Background: an optimization exercise with open tools, aiming at small area and few clock cycles per item. Do not read the settings as production practice. RTL that was checked went through simulation tests only; none was proved equivalent to the original.

==> exp/delta: inputs <==
Design srgb_to_xy_chromaticity, start of the top module:
module srgb_to_xy_chromaticity #(
  parameter int COMPONENT_BITS  = 8,
  parameter int COORD_FRAC_BITS = 16
) (
  input  logic                      clk,
  input  logic                      rst,
  input  logic                      in_valid,
  output logic                      in_ready,
  input  logic [COMPONENT_BITS-1:0] red,
  input  logic [COMPONENT_BITS-1:0] green,
  input  logic [COMPONENT_BITS-1:0] blue,
  output logic                      out_valid,
  input  logic                      out_ready,
  output logic [srgbxy_pkg::OUT_W-1:0] chroma_x,
  output logic [srgbxy_pkg::OUT_W-1:0] chroma_y,
  output logic                      black_input
);
export LEC_CHECK = 0
export CAP_MARGIN = 20
export CORE_MARGIN = 2
export CORE_UTILIZATION = 50
export CTS_BUF_LIST = sky130_fd_sc_hd__clkbuf_4 sky130_fd_sc_hd__clkbuf_8
export CTS_CLUSTER_DIAMETER = 60
export CTS_CLUSTER_SIZE = 16
export GPL_TIMING_DRIVEN = 0
export SETUP_SLACK_MARGIN = 0.1
export SLEW_MARGIN = 20
export SYNTH_HIERARCHICAL = 1
create_clock -name core_clock -period 8.0 [get_ports {clk}]
run.sh (not shown) runs the stock make flow with config.mk's settings and CLKGATE_MAP_FILE= SYNTH_SCRIPT=/design/flow/synth_recipe.tcl, a recipe that flattens the netlist after the stock synthesis.
==> inputs of exp/sierra, as changes to exp/delta <==
--- a/flow/design.v
+++ b/flow/design.v
@@ -1183,36 +1183,47 @@
   assign _0531_ = code[6] ? _0520_ : _0530_;
   assign lin[0] = _0066_ ? _0509_ : _0531_;
   assign _0533_ = _0350_ & ~(_0308_);
   assign lin[15] = code[7] & ~(_0533_);
 endmodule
 module srgbxy_dcsa #(
-  parameter bit FIRST = 1'b0    
+  parameter bit FIRST = 1'b0,   
+  parameter bit LAST  = 1'b0    
 ) (
-  input  logic [40:0] a,
-  input  logic [40:0] b,
-  input  logic [37:0] tn,
+  input  logic [39:0] a,
+  input  logic [39:0] b,
+  input  logic [36:0] tn,
   input  logic [3:0]  q,       
-  output logic [40:0] s,
-  output logic [40:0] c
+  output logic [39:0] s,
+  output logic [39:0] c
 );
   logic        qpos;
-  logic [40:0] tn1, tn2, mag, op, co;
+  logic [39:0] tn1, tn2, op, co;
   assign qpos = q[3];
   assign tn1  = {3'b000, tn};
   assign tn2  = {2'b00, tn, 1'b0};
-  assign mag  = ({41{q[0]}} & tn1) | ({41{q[1]}} & tn2);
-  assign op   = mag ^ {41{qpos}};
+  for (genvar k = 0; k < 40; k++) begin : g_op
+    srgbxy_opbit u_op (.t1(tn1[k]), .t2(tn2[k]), .m1(q[0]), .m2(q[1]), .pos(qpos), .op(op[k]));
+  end
   if (FIRST) begin : g_first
-    srgbxy_csa #(.W(23)) u_csa (.a(a[22:0]), .b(b[22:0]), .c(op[22:0]), .s(s[22:0]), .co(co[22:0]));
-    srgbxy_hsa #(.W(18)) u_hsa (.a(a[40:23]), .c(op[40:23]), .s(s[40:23]), .co(co[40:23]));
-  end else begin : g_next
-    srgbxy_csa #(.W(39)) u_csa (.a(a[40:2]), .b(b[40:2]), .c(op[40:2]), .s(s[40:2]), .co(co[40:2]));
+    srgbxy_csa #(.W(22)) u_csa (.a(a[21:0]), .b(b[21:0]), .c(op[21:0]), .s(s[21:0]), .co(co[21:0]));
+    srgbxy_hsa #(.W(15)) u_hsa (.a(a[36:22]), .c(op[36:22]), .s(s[36:22]), .co(co[36:22]));
+    assign s[37]     = a[37] ^ op[37];
+    assign s[39:38]  = '0;
+    assign co[39:37] = '0;
+  end else if (!LAST) begin : g_mid
+    srgbxy_csa #(.W(35)) u_csa (.a(a[36:2]), .b(b[36:2]), .c(op[36:2]), .s(s[36:2]), .co(co[36:2]));
+    srgbxy_hsa #(.W(2)) u_hsa (.a(a[1:0]), .c(op[1:0]), .s(s[1:0]), .co(co[1:0]));
+    assign s[37]     = a[37] ^ b[37] ^ op[37];
+    assign s[39:38]  = '0;
+    assign co[39:37] = '0;
+  end else begin : g_last
+    srgbxy_csa #(.W(38)) u_csa (.a(a[39:2]), .b(b[39:2]), .c(op[39:2]), .s(s[39:2]), .co(co[39:2]));
     srgbxy_hsa #(.W(2)) u_hsa (.a(a[1:0]), .c(op[1:0]), .s(s[1:0]), .co(co[1:0]));
   end
-  assign c = {co[39:0], qpos};
+  assign c = {co[38:0], qpos};
 endmodule
 module srgbxy_sel (
   input  logic [6:0] a,
   input  logic [6:0] b,
   input  logic [2:0] i,
   output logic [3:0] q     
@@ -1309,12 +1320,22 @@
   assign ge0 = (i == 3'd0) ? (e >= -7'sd4) : i[2] ? (e >= -7'sd8) : (e >= -7'sd6);
   assign q[3] = ge1;
   assign q[2] = ~ge0;
   assign q[1] = ge2 | ~gem1;
   assign q[0] = (ge1 & ~ge2) | (gem1 & ~ge0);
 endmodule
+module srgbxy_opbit (
+  input  logic t1,
+  input  logic t2,
+  input  logic m1,
+  input  logic m2,
+  input  logic pos,
+  output logic op
+);
+  assign op = ((m1 & t1) | (m2 & t2)) ^ pos;
+endmodule
 module srgbxy_csa #(
   parameter int W = 8
 ) (
   input  logic [W-1:0] a,
   input  logic [W-1:0] b,
   input  logic [W-1:0] c,
@@ -2320,18 +2341,18 @@
   assign aa = {2'b00, l};
   assign bb = {1'b0, l, 1'b0};
   assign cc[0] = 1'b0;
   assign y = aa ^ bb ^ cc[17:0];
   assign cc[18:1] = (aa & bb) | (aa & cc[17:0]) | (bb & cc[17:0]);
 endmodule
-module srgbxy_sign41 (
-  input  logic [40:0] a,
-  input  logic [40:0] b,
+module srgbxy_sign40 (
+  input  logic [39:0] a,
+  input  logic [39:0] b,
   output logic y
 );
-  logic [40:0] aa, bb, g0, p0;
+  logic [39:0] aa, bb, g0, p0;
   assign aa = a;
   assign bb = b;
   assign g0 = aa & bb;
   assign p0 = aa ^ bb;
   logic g1_1, p1_1;
   assign g1_1 = g0[1] | (p0[1] & g0[0]);
@@ -2558,15 +2579,12 @@
   logic g4_30, p4_30;
   assign g4_30 = g3_30 | (p3_30 & g3_23);
   assign p4_30 = p3_30 & p3_23;
   logic g4_31, p4_31;
   assign g4_31 = g3_31 | (p3_31 & g3_23);
   assign p4_31 = p3_31 & p3_23;
-  logic g4_40, p4_40;
-  assign g4_40 = g0[40] | (p0[40] & g3_39);
-  assign p4_40 = p0[40] & p3_39;
   logic g5_16, p5_16;
   assign g5_16 = g0[16] | (p0[16] & g4_15);
   assign p5_16 = p0[16] & p4_15;
   logic g5_17, p5_17;
   assign g5_17 = g1_17 | (p1_17 & g4_15);
   assign p5_17 = p1_17 & p4_15;
@@ -2633,16 +2651,13 @@
   logic g6_38, p6_38;
   assign g6_38 = g3_38 | (p3_38 & g5_31);
   assign p6_38 = p3_38 & p5_31;
   logic g6_39, p6_39;
   assign g6_39 = g3_39 | (p3_39 & g5_31);
   assign p6_39 = p3_39 & p5_31;
-  logic g6_40, p6_40;
-  assign g6_40 = g4_40 | (p4_40 & g5_31);
-  assign p6_40 = p4_40 & p5_31;
-  assign y = p0[40] ^ g6_39;
+  assign y = p0[39] ^ g6_38;
 endmodule
 module srgbxy_qsum (
   input  logic [15:0] p,
   input  logic [15:0] n,
   output logic [15:0] y
 );
@@ -3963,41 +3978,41 @@
     else if (ts1[35]) s1 = 2'd2;
     else              s1 = 2'd3;
   end
   assign tn1 = ts1 << s1;
   assign xn1 = {xs1[39], xs1} << s1;
   assign yn1 = {ys1[39], ys1} << s1;
-  logic [40:0] r2_x, r2_y;
-  logic [36:0] r2_t;
+  logic [39:0] r2_x, r2_y;
+  logic [35:0] r2_t;
   logic        r2_blk, r2_v, r2_head;
   logic [23:0] r2_pix;
   always_ff @(posedge clk) begin
-    r2_x    <= xn1;
-    r2_y    <= yn1;
-    r2_t    <= tn1[36:0];
+    r2_x    <= xn1[40:1];
+    r2_y    <= yn1[40:1];
+    r2_t    <= tn1[36:1];
     r2_blk  <= r1_blk;
     r2_pix  <= r1_pix;
     r2_head <= r1_head;
   end
   always_ff @(posedge clk) begin
     if (rst) r2_v <= 1'b0;
     else     r2_v <= r1_v;
   end
   localparam logic [7:0] REG_SEL = 8'b0101_0100;
   localparam logic [7:0] REG_CSA = 8'b0000_0000;
   for (genvar j = 0; j <= 8; j++) begin : g_pt
-    logic [40:0] sx, cx, sy, cy;    
-    logic [36:0] tn;                
+    logic [39:0] sx, cx, sy, cy;    
+    logic [35:0] tn;                
     logic [23:0] dx, dy;            
     logic        blk, v, head;
     logic [23:0] pix;
   end
   for (genvar j = 0; j < 8; j++) begin : g_md
-    logic [40:0] ax, bx, ay, by;    
+    logic [39:0] ax, bx, ay, by;    
     logic [3:0]  qx, qy;            
-    logic [36:0] tn;
+    logic [35:0] tn;
     logic [23:0] dx, dy;            
     logic        blk, v, head;
     logic [23:0] pix;
   end
   assign g_pt[0].sx   = r2_x;
   assign g_pt[0].cx   = '0;
@@ -4009,33 +4024,33 @@
   assign g_pt[0].blk  = r2_blk;
   assign g_pt[0].v    = r2_v;
   assign g_pt[0].head = r2_head;
   assign g_pt[0].pix  = r2_pix;
   for (genvar j = 0; j < 8; j++) begin : g_step
     logic [1:0]  inj;
-    logic [37:0] tn, tnm;
-    logic [40:0] ax, bx, ay, by;
-    logic [40:0] sx, cx, sy, cy;
+    logic [36:0] tn, tnm;
+    logic [39:0] ax, bx, ay, by;
+    logic [39:0] sx, cx, sy, cy;
     logic [3:0]  qx, qy;
     logic [23:0] dx, dy;
     assign tn  = {1'b1, g_pt[j].tn};
     assign inj = tn[16-2*j -: 2];
     if (j == 0) begin : g_first
       assign ax = g_pt[0].sx;
-      assign bx = {18'd0, tn[37:17], inj};
+      assign bx = {18'd0, tn[36:17], inj};
       assign ay = g_pt[0].sy;
-      assign by = {18'd0, tn[37:17], inj};
-      srgbxy_sel0 u_sx (.a(ax[40:34]), .i(tn[36:34]), .q(qx));
-      srgbxy_sel0 u_sy (.a(ay[40:34]), .i(tn[36:34]), .q(qy));
+      assign by = {18'd0, tn[36:17], inj};
+      srgbxy_sel0 u_sx (.a(ax[39:33]), .i(tn[35:33]), .q(qx));
+      srgbxy_sel0 u_sy (.a(ay[39:33]), .i(tn[35:33]), .q(qy));
     end else begin : g_next
-      assign ax = {g_pt[j].sx[38:0], inj};
-      assign bx = {g_pt[j].cx[38:0], 2'b00};
-      assign ay = {g_pt[j].sy[38:0], inj};
-      assign by = {g_pt[j].cy[38:0], 2'b00};
-      srgbxy_sel u_sx (.a(ax[40:34]), .b(bx[40:34]), .i(tn[36:34]), .q(qx));
-      srgbxy_sel u_sy (.a(ay[40:34]), .b(by[40:34]), .i(tn[36:34]), .q(qy));
+      assign ax = {g_pt[j].sx[37:0], inj};
+      assign bx = {g_pt[j].cx[37:0], 2'b00};
+      assign ay = {g_pt[j].sy[37:0], inj};
+      assign by = {g_pt[j].cy[37:0], 2'b00};
+      srgbxy_sel u_sx (.a(ax[39:33]), .b(bx[39:33]), .i(tn[35:33]), .q(qx));
+      srgbxy_sel u_sy (.a(ay[39:33]), .b(by[39:33]), .i(tn[35:33]), .q(qy));
     end
     always_comb begin
       dx = g_pt[j].dx;
       dy = g_pt[j].dy;
       dx[3*(7-j) +: 3] = qx[2:0];
       dy[3*(7-j) +: 3] = qy[2:0];
@@ -4072,15 +4087,15 @@
       assign g_md[j].blk  = g_pt[j].blk;
       assign g_md[j].v    = g_pt[j].v;
       assign g_md[j].head = g_pt[j].head;
       assign g_md[j].pix  = g_pt[j].pix;
     end
     assign tnm = {1'b1, g_md[j].tn};
-    srgbxy_dcsa #(.FIRST(j == 0)) u_x (.a(g_md[j].ax), .b(g_md[j].bx), .tn(tnm), .q(g_md[j].qx),
+    srgbxy_dcsa #(.FIRST(j == 0), .LAST(j == 7)) u_x (.a(g_md[j].ax), .b(g_md[j].bx), .tn(tnm), .q(g_md[j].qx),
                                        .s(sx), .c(cx));
-    srgbxy_dcsa #(.FIRST(j == 0)) u_y (.a(g_md[j].ay), .b(g_md[j].by), .tn(tnm), .q(g_md[j].qy),
+    srgbxy_dcsa #(.FIRST(j == 0), .LAST(j == 7)) u_y (.a(g_md[j].ay), .b(g_md[j].by), .tn(tnm), .q(g_md[j].qy),
                                        .s(sy), .c(cy));
     if (REG_CSA[j]) begin : g_rc
       always_ff @(posedge clk) begin
         g_pt[j+1].sx   <= sx;
         g_pt[j+1].cx   <= cx;
         g_pt[j+1].sy   <= sy;
@@ -4109,14 +4124,14 @@
       assign g_pt[j+1].head = g_md[j].head;
       assign g_pt[j+1].pix  = g_md[j].pix;
     end
   end
   logic        negx, negy;
   logic [15:0] px, nx_, py, ny_, qx, qy;
-  srgbxy_sign41 u_sgn_x (.a(g_pt[8].sx), .b(g_pt[8].cx), .y(negx));
-  srgbxy_sign41 u_sgn_y (.a(g_pt[8].sy), .b(g_pt[8].cy), .y(negy));
+  srgbxy_sign40 u_sgn_x (.a(g_pt[8].sx), .b(g_pt[8].cx), .y(negx));
+  srgbxy_sign40 u_sgn_y (.a(g_pt[8].sy), .b(g_pt[8].cy), .y(negy));
   always_comb begin
     for (int k = 0; k < 8; k++) begin
       px[2*k +: 2]  = g_pt[8].dx[3*k+2] ? 2'b00 : g_pt[8].dx[3*k +: 2];
       nx_[2*k +: 2] = g_pt[8].dx[3*k+2] ? g_pt[8].dx[3*k +: 2] : 2'b00;
       py[2*k +: 2]  = g_pt[8].dy[3*k+2] ? 2'b00 : g_pt[8].dy[3*k +: 2];
       ny_[2*k +: 2] = g_pt[8].dy[3*k+2] ? g_pt[8].dy[3*k +: 2] : 2'b00;
==> notes.md <==
Between exp/sierra and exp/delta, the lower hold slack is in exp/sierra (gap 19 ps).
Between exp/delta and exp/sierra, the lower wire length is in exp/sierra (gap 3.8%, measured against exp/sierra).
In exp/sierra the first-iteration DRC count is smaller than in exp/delta, by about 0.4%.
In exp/sierra the clock skew is higher than in exp/delta, by 8.6 ps.
Of exp/sierra and exp/delta, exp/delta has the higher sequential share of layout area (gap 0.29 points).
Of exp/sierra and exp/delta, exp/delta has the higher global-route usage (gap 0.63 points).
In exp/sierra the maximum frequency is larger than in exp/delta, by 0.65%.
==> figures <==
Non-clock inverter count: exp/delta 505; exp/sierra 509
IO Port Bufs: exp/delta 61; exp/sierra 60
Die area: exp/delta 207,000 sq um; exp/sierra 203,000 sq um
Critical path launch point: exp/delta r2_y[39]; exp/sierra r1_b[13]
Master of the slowest instance on the critical path: exp/delta sky130_fd_sc_hd__fa_2; exp/sierra sky130_fd_sc_hd__dfxtp_4
Hold-critical path endpoint: exp/delta g_md[2].pix[11]; exp/sierra g_md[6].dx[14]
Worst-Margin Slew: exp/delta 1180 ps; exp/sierra 1320 ps
Chip Height: exp/delta 455 microns; exp/sierra 451 microns
Non-Clock Buffer Count: exp/delta 637; exp/sierra 531
Total routing usage reported by global routing: exp/delta 36.8%; exp/sierra 36.1%
Worst clock skew on the final layout: exp/delta 79.8 ps; exp/sierra 88.4 ps
GPL Wtd Cong: exp/delta 1.01; exp/sierra 1.05
GRT met2 Usage: exp/delta 58.8%; exp/sierra 57.2%
R2R Setup Slk: exp/delta 210 ps; exp/sierra 260 ps
Result of the run: exp/delta complete, no violations; exp/sierra complete, no violations
Testbench counts of exp/delta, summed over its fixed seeds: cycles 16,056, items 16,000.
Function not checked in exp/sierra: the RTL went through the layout flow alone.

port drivers added, routing unchanged:
In the flow no input, the clock included, has a driving cell. The finished layouts below were timed again as built, in two steps.
Step 1, drivers: a clkbuf_16 drives clk and a buf_2 each remaining input, both assumed.
Step 2 adds t to the input delays and takes it off the output delays; t is the mean of the earliest and latest rising clock arrival at the registers after step 1. Input paths then give back, and output paths get back, about the clock's delay inside the block.
a / b / c = ideal / step 1 / step 2; a / b = the first two.
run	shift t [ns]	slack for setup (ns)	worst hold slack (ns)
exp/delta	1.022	0.207 / 0.207 / -0.339	0.310 / 0.310 / 0.310
exp/sierra	1.018	0.258 / 0.258 / -0.361	0.291 / 0.291 / 0.291
With both steps, setup timing fails in exp/delta and exp/sierra, where it was met with ideal ports. For exp/sierra, which loses most, drivers alone change the setup slack by 0.000 ns; drivers and shift together by -0.619 ns.
